Context: an optimization exercise on an open-source flow, tuned for small area, a short achievable clock period and few clock cycles. The choices shown serve that exercise and are no tape-out recipe. Only simulation tests tie the RTL to the original design; equivalence was not proved. Power figures rest on the tool's default switching activity, not on a simulated workload.

## flow/config.mk

```make
export PLATFORM = sky130hd
export DESIGN_NAME = microCore
export DESIGN_NICKNAME = microCore
export VERILOG_FILES = /design/flow/design.v
export SDC_FILE = /design/flow/constraint.sdc
export NUM_CORES = 4
export LEC_CHECK = 0
export CAP_MARGIN = 40
export CORE_AREA = 5 5 655 655
export DIE_AREA = 0 0 660 660
export SLEW_MARGIN = 40
```

## flow/design.v

```verilog
`timescale 1ns/100ps
package cpuPkg;
    localparam int MEM_WORDS = 256;
    localparam int NUM_REGS = 8;
    typedef enum logic [3:0] {
        ADD  = 4'h0,
        SUB  = 4'h1,
        AND  = 4'h2,
        OR   = 4'h3,
        XOR  = 4'h4,
        LDI  = 4'h5,
        LD   = 4'h6,
        ST   = 4'h7,
        JMP  = 4'h8,
        JZ   = 4'h9,
        CALL = 4'ha,
        JR   = 4'hb,
        HALT = 4'hc
    } opcode_t;
    typedef enum logic [2:0] {
        ALU_ADD,
        ALU_SUB,
        ALU_AND,
        ALU_OR,
        ALU_XOR
    } aluOp_t;
    typedef enum logic [1:0] {
        NONE   = 2'b00,
        RESULT = 2'b01,
        DATA   = 2'b10,
        LINK   = 2'b11
    } wrSel_t;
    typedef struct packed {
        opcode_t    opcode;
        logic [2:0] rz;
        logic [2:0] rx;
        logic [2:0] ry;
        logic [2:0] spare;
    } regView_t;
    typedef struct packed {
        opcode_t    opcode;
        logic [2:0] rz;
        logic       pad;
        logic [7:0] imm;
    } immView_t;
    typedef union packed {
        regView_t regView;
        immView_t immView;
    } instrWord_t;
    typedef struct packed {
        logic        req;
        logic        we;
        logic [7:0]  addr;
        logic [15:0] wdata;
    } memReq_t;
endpackage
`timescale 1ns/100ps
`timescale 1ns/100ps
`timescale 1ns/100ps
`timescale 1ns/100ps
`timescale 1ns/100ps
`timescale 1ns/100ps
module unifiedMemory (
    input  logic        reset,
    input  logic [15:0] rdLo,
    input  logic [15:0] rdHi,
    output logic [15:0] rdata,
    input  logic [15:0] wrLo,
    input  logic [15:0] wrHi,
    input  logic [15:0] wdata,
    output logic [15:0] word0
);
    logic [255:0][15:0] storage;
    always_ff @(posedge reset)
    begin
        for (int w = 0; w < 256; w++)
        begin
            if (wrHi[w / 16] && wrLo[w % 16])
                storage[w] <= wdata;
        end
    end
    always_comb
    begin
        logic [15:0] grp;
        rdata = 16'd0;
        for (int g = 0; g < 16; g++)
        begin
            grp = 16'd0;
            for (int l = 0; l < 16; l++)
                grp = grp | (storage[g * 16 + l] & {16{rdLo[l]}});
            rdata = rdata | (grp & {16{rdHi[g]}});
        end
    end
    assign word0 = storage[0];
endmodule
`timescale 1ns/100ps
module microCore #(
    parameter int MEM_DEPTH_LOG2 = 8
) (
    input  logic        reset,
    input  logic        clk,
    input  logic        run,
    input  logic        hostReq,
    input  logic        hostWe,
    input  logic [7:0]  hostAddr,
    input  logic [15:0] hostWdata,
    output logic        hostGrant,
    output logic        hostRdValid,
    output logic [15:0] hostRdata,
    output logic [7:0]  r0Data,
    output logic        halted
);
    function automatic logic [15:0] oneHot(input logic [3:0] a);
        oneHot = 16'd1 << a;
    endfunction
    logic        active;       
    logic        done;         
    logic        fetchStop;    
    logic        irValid;
    logic [15:0] ir;
    logic [7:0]  irLink;       
    logic [7:0]  pc;           
    logic [7:0]  regs [8];
    logic        zf;
    logic [15:0] rdLo;
    logic [15:0] rdHi;
    logic [15:0] rdata;
    logic [15:0] wrLo;
    logic [15:0] wrHi;
    logic [15:0] wdata;
    logic [15:0] word0;
    logic [3:0]  op;
    logic [2:0]  rz;
    logic [7:0]  imm;
    logic [7:0]  rxVal;
    logic [7:0]  ryVal;
    logic        exValid;
    logic        isAlu;
    logic [7:0]  aluRes;
    logic        aluZero;
    assign op = ir[15:12];
    assign rz = ir[11:9];
    assign imm = ir[7:0];
    assign rxVal = regs[ir[8:6]];
    assign ryVal = regs[ir[5:3]];
    assign exValid = active && irValid;
    assign isAlu = (op <= 4'h4);
    always_comb
    begin
        case (op)
            4'h0:    aluRes = rxVal + ryVal;
            4'h1:    aluRes = rxVal - ryVal;
            4'h2:    aluRes = rxVal & ryVal;
            4'h3:    aluRes = rxVal | ryVal;
            default: aluRes = rxVal ^ ryVal;
        endcase
    end
    assign aluZero = (aluRes == 8'd0);
    logic exLd;
    logic exSt;
    logic exJr;
    logic exHalt;
    assign exLd = exValid && (op == 4'h6);
    assign exSt = exValid && (op == 4'h7);
    assign exJr = exValid && (op == 4'hb);
    assign exHalt = exValid && (op == 4'hc);
    logic        cpuFetch;
    logic        zNext;
    logic        start;
    logic [15:0] fword;
    logic [3:0]  fop;
    logic        fTaken;
    logic [7:0]  pcInc;
    assign cpuFetch = active && !fetchStop && !exLd;
    assign zNext = (exValid && isAlu) ? aluZero : zf;
    assign start = run && !active && !done;
    assign fword = start ? word0 : rdata;
    assign fop = fword[15:12];
    assign fTaken = (fop == 4'h8) || (fop == 4'ha) || ((fop == 4'h9) && zNext);
    assign pcInc = start ? 8'd1 : pc + 8'd1;
    logic hostRd;
    logic hostWr;
    assign hostRd = hostReq && !hostWe;
    assign hostWr = hostReq && hostWe;
    assign rdLo = (cpuFetch ? oneHot(pc[3:0]) : 16'd0)
                | (exLd ? oneHot(rxVal[3:0]) : 16'd0)
                | (hostRd ? oneHot(hostAddr[3:0]) : 16'd0);
    assign rdHi = (cpuFetch ? oneHot(pc[7:4]) : 16'd0)
                | (exLd ? oneHot(rxVal[7:4]) : 16'd0)
                | (hostRd ? oneHot(hostAddr[7:4]) : 16'd0);
    assign wrLo = (exSt ? oneHot(rxVal[3:0]) : 16'd0)
                | (hostWr ? oneHot(hostAddr[3:0]) : 16'd0);
    assign wrHi = (exSt ? oneHot(rxVal[7:4]) : 16'd0)
                | (hostWr ? oneHot(hostAddr[7:4]) : 16'd0);
    assign wdata = hostWr ? hostWdata : {8'h00, ryVal};
    unifiedMemory i_unifiedMemory (
        .reset(reset),
        .rdLo(rdLo), .rdHi(rdHi), .rdata(rdata),
        .wrLo(wrLo), .wrHi(wrHi), .wdata(wdata),
        .word0(word0)
    );
    always_ff @(posedge reset or posedge clk)
    begin
        if (clk)
        begin
            active <= 1'b0;
            done <= 1'b0;
            fetchStop <= 1'b0;
            irValid <= 1'b0;
            zf <= 1'b0;
            for (int i = 0; i < 8; i++)
                regs[i] <= 8'd0;
        end
        else
        begin
            if (!run)
            begin
                active <= 1'b0;
                done <= 1'b0;
                fetchStop <= 1'b0;
                irValid <= 1'b0;
            end
            else if (start)
            begin
                active <= 1'b1;
                irValid <= 1'b1;
                fetchStop <= (fop == 4'hc);
            end
            else if (active)
            begin
                if (exHalt)
                begin
                    active <= 1'b0;
                    done <= 1'b1;
                    irValid <= 1'b0;
                end
                else if (exJr || !cpuFetch)
                    irValid <= 1'b0;
                else
                begin
                    irValid <= 1'b1;
                    if (fop == 4'hc)
                        fetchStop <= 1'b1;
                end
            end
            if (exValid)
            begin
                if (isAlu)
                begin
                    regs[0] <= aluRes;
                    zf <= aluZero;
                end
                else if (op == 4'h5)
                    regs[rz] <= imm;
                else if (op == 4'h6)
                    regs[rz] <= rdata[7:0];
                else if (op == 4'ha)
                    regs[7] <= irLink;
            end
        end
    end
    always_ff @(posedge reset)
    begin
        if (start || (cpuFetch && !exJr))
        begin
            ir <= fword;
            irLink <= pcInc;
            pc <= fTaken ? fword[7:0] : pcInc;
        end
        else if (exJr)
            pc <= rxVal;
    end
    logic        rdValidQ;
    logic [15:0] rdataQ;
    always_ff @(posedge reset or posedge clk)
    begin
        if (clk)
            rdValidQ <= 1'b0;
        else
            rdValidQ <= hostRd;
    end
    always_ff @(posedge reset)
        rdataQ <= rdata;
    assign hostGrant = hostReq;
    assign hostRdValid = rdValidQ;
    assign hostRdata = rdataQ;
    assign r0Data = regs[0];
    assign halted = done || exHalt;
endmodule
```

## flow/run.sh

```bash
#!/bin/bash
# synth_recipe.tcl (not shown) runs the flow's synth.tcl, then flattens the netlist and writes it again
# the make line also repeats each setting of config.mk as NAME=value (left out here)
make -C /OpenROAD-flow-scripts/flow DESIGN_CONFIG=/design/flow/config.mk WORK_HOME=/design/flow/orfs CLKGATE_MAP_FILE= SYNTH_SCRIPT=/design/flow/synth_recipe.tcl finish
```

## flow/constraint.sdc

```tcl
create_clock -name core_clock -period 10.0 [get_ports {reset}]
set_input_delay 2.0000 -clock core_clock [delete_from_list [all_inputs] [get_ports {reset}]]
set_output_delay 2.0000 -clock core_clock [all_outputs]
set_load 0.01 [all_outputs]
```

==> results.txt <==
layer usage:
layer / GRT usage [%] / part of all wire [%]
met5: 0.395 / 0.095
met4: 13.8 / 6.5
met3: 9.55 / 15
met1: 33.2 / 35
met2: 37.5 / 43
synth_stat cells (28+ instances only):
master / instances
clkbuf_1: 287
nor4_1: 41
nand3_1: 44
ha_1: 30
a22o_1: 554
a2111oi_0: 44
a22oi_1: 580
and4_1: 128
edfxtp_1: 4128
o21ai_0: 345
a21oi_1: 54
a221oi_1: 539
a222oi_1: 130
nor3_1: 28
o22ai_1: 38
dfrtp_1: 70
inv_1: 51
nor2_1: 374
buf_1: 85
nand4_1: 186
nand2_1: 298
buf_2: 206
mux2i_1: 35
and3_1: 60
a31oi_1: 186
flip-flops by register name (all words and copies together) (netlist names), 8 cells and up:
name / count
ir: 16
regs: 64
irLink: 8
i_unifiedMemory.storage: 4096
pc: 8
rdataQ: 16
placed cells by master (no fill, tap or decap), types with 30 or more instances in the layout:
cell | synthesis | final
clkbuf_1 | 287 | 105
nand2_1 | 298 | 298
nand4_1 | 186 | 186
clkbuf_16 | 0 | 415
and4_1 | 128 | 128
a31oi_2 | 0 | 50
a222oi_1 | 130 | 130
nor2_4 | 0 | 69
buf_12 | 0 | 63
bufinv_16 | 0 | 31
a22o_1 | 554 | 554
a31oi_1 | 186 | 130
and3_1 | 60 | 52
mux2i_1 | 35 | 34
ha_1 | 30 | 30
o21ai_0 | 345 | 331
edfxtp_1 | 4128 | 4128
a21oi_1 | 54 | 33
nand3_1 | 44 | 44
clkinv_1 | 0 | 88
a22oi_1 | 580 | 571
nor2_1 | 374 | 107
clkinv_2 | 0 | 64
nor2_2 | 0 | 198
dfrtp_1 | 70 | 70
a221oi_1 | 539 | 539
clkdlybuf4s50_1 | 0 | 54
inv_1 | 51 | 50
buf_4 | 10 | 510
logic make-up after synthesis:
group	synth area share, %
compound gates	13.0
xor+xnor	0.0781
fa+ha+maj	0.252
buf+inv	1.81
flops	80.3
mux	0.418
simple gates	4.20
power by group through the flow:
stage,logic (mW),clock network [mW],registers [mW]
floorplan,5.18,0,23.0
global placement,10.3,0,22.2
detailed placement,10.6,0,22.2
CTS,10.7,15.4,21.9
global route,11.5,16.2,21.9
finish,11.3,15.4,21.9
final cells by class:
cell class	instances	share of cell area, %
Antenna cell	22	0.0300
Clock buffer	521	5.88
Clock inverter	233	1.35
Inverter	56	0.115
Multi-Input combinational cell	4007	16.6
Sequential cell	4214	68.7
Tap cell	5640	3.85
Timing Repair Buffer	666	3.41
final timing paths:
path                                         from                endpoint  slack (ps)
max reg2reg                       ir[8]$_DFFE_PN_  regs[0][0]$_DFFE_PP0P_        1640
min                        regs[1][4]$_DFFE_PP0P_  regs[1][4]$_DFFE_PP0P_         500
max                               ir[8]$_DFFE_PN_  regs[0][0]$_DFFE_PP0P_        1640
min reg2reg                regs[1][4]$_DFFE_PP0P_  regs[1][4]$_DFFE_PP0P_         500
max in group asynchronous                     clk        active$_DFF_PP0_        7950
min in group asynchronous                     clk  regs[7][7]$_DFFE_PP0P_        1500
through the flow:
step                std cells  setup TNS (ps)  setup slack, ps  hold slack, ps  power [mW]
CTS                     15300               0             1800             503        48.0
floorplan                8877         -924610             -452             450        28.1
finish                  15400               0             1640             502        48.5
global route            15300               0             1580             530        49.6
global placement        14500           -1580             -217             467        32.5
detailed placement      14600               0             1100             492        32.9
worst register-to-register path: stages, from the launching register on:
cell and delay (ps):
edfxtp_1 880, or3_1 430, or2_1 190, o31a_1 690, inv_2 340, and3_1 600, buf_4 400, a21o_4 380
buf_12 270, buf_4 310, buf_4 230, a222oi_1 350, and4_1 260, a31oi_2 240, a2111oi_2 790, buf_4 290
nand4_1 530, mux2i_1 710, mux2_2 270, o21ai_0 90
==> flow_summary.toml <==
[timing]
setup_viol = 0
hold_viol = 0
fin_skew_ps = 86.3
period_minus_slack_ps = 8360
rsz0062_at_grt = "false"
worst_pin_slew_ps = 1020
drv_slew = 0
slew_headroom_pct = 32.1
fin_crit_sh_pct = 83.6
timing.fmax_ghz = 0.120

[finish]
fin_area_um2 = 183000
drive_above_1_share_pct = 17.4
multiInputGateArea_um2 = 30500
register_area_um2 = 126000
syn2layout_area_growth_pct = 16.8
fin_util_pct = 43.6
finalNetCount = 9420
fillers = 36000

[global_route]
grt_max_degree = 193
grt_overflow_total = 0
grt_pass1_vias = 93900
grt_pass1_wl_um = 787000
antenna_found_initial = 41
groute.usage.overall_pct = 25.7

[floorplanning]
core_um2 = 420000
io_pins = 56
die_h_um = 660
initial_utilization_pct = 37.3
die_w_um = 660
fp.dieArea_um2 = 436000
row_count = 238

[logic_synthesis]
syn_nets = 8937
yosysWarnings = 3
synth_top_area_share_pct = 79.0
yosys-top-cells-area = "edfxtp_1, a22o_1, a221oi_1"
synthCells = 8877
ys_seq_area_share_pct = 80.3
async_reset_ff_share_pct = 1.66
yosys_most_used_dff = "edfxtp_1"
ys_types = 81
yosys.area.top_type = "edfxtp_1"
avgSynthCellArea_um2 = 17.7
synth_edf_count = 4128
synth-seq-cells = 4214
synth_area_um2 = 157000

[drt]
drt_iter0_drc = 17300
ant_nets = 0
wl_per_cell_um = 37.7
vias = 99300
drc_errors = 0
drt_wl_total_um = 580000
first_pass_iters = 10
viasPerCell = 6.47

[setup_path]
cp.arrival_ps = 9220
crit_path_end_kind = "flop"
cp_cell_sequence = "or3_1 > or2_1 > o31a_1 > inv_2 > and3_1 > buf_4 > a21o_4 > buf_12 > buf_4 > buf_4 > a222oi_1 > and4_1 > a31oi_2 > a2111oi_2 > buf_4 > nand4_1 > mux2i_1 > mux2_2 > o21ai_0"
path_depth = 19
cp.buffers_inverters = 6
cp-start-kind = "flop"
r2r_cells = 19
cpPeakStageDelay_ps = 880
critPathMaxFanout = 26
critPathTopFamily = "compound AO/OA/AOI/OAI gates"
path_class = "reg -> reg"
cp_slowest_cell = "edfxtp_1"
worstPathRequired_ps = 10860
cp_common_cell = "buf_4"

[hold_path]
hold_path_class = "reg -> reg"
hold_path_depth = 2

[cts]
post_cts.repair.setup_buffers = 0
cts_inserted_buffers = 415
cts_max_level = 5
path_clk_slew_ps = 60
postCtsHoldBufs = 0
cts_tree = "built"
cts_resized = 0
clkSinkCount = 4214
clockBufferDepth = 4
clk-insertion-delay-late_ps = 1030
root_buffer = "clkbuf_16"

[power_and_ir_drop]
clkPwrFrac_pct = 31.7
powerDensity_nw_per_um2 = 265
peakVddDrop_uv = 594
p_sw_mw = 15.6
p_leak_nw = 56.2
power.internal_mw = 33.0
comb_power_share_pct = 23.2
switching_share_pct = 32.1
p_seq_share_pct = 45.0

[job]
cap_violations = 0

[placed_design]
place_congestion = 0.977
port_buffers = 55
dp_hpwl_um = 342000
placement.cell_area_um2 = 170000

[status]
status = "timing/DRC/antenna clean"
Testbench counts, summed over its fixed seeds: cycles 27,790.

==> static timing again, ports no longer ideal <==
In the flow no input, the clock included, has a driving cell. The finished layout below was timed again as built, in two steps.
Step 1 assumes that a clkbuf_16 drives the clock port and a buf_2 every other input.
Step 2 also shifts input and output timing later by t, the mid clock arrival at the registers, as if the neighbouring blocks saw the same clock.
Three values: no drivers, after step 1, after step 2; two values: the first two.
t (ns): 1.095
slack for setup (ns): 1.643 / 1.643 / 1.067
worst setup path at the end: input to register
worst register clock-pin slew, ns: 0.07 / 0.07
pins driven straight from the clock port: 1
After both steps setup and hold are still met in this run. The setup slack of this run moves by 0.000 ns with the drivers and by -0.576 ns with both steps.
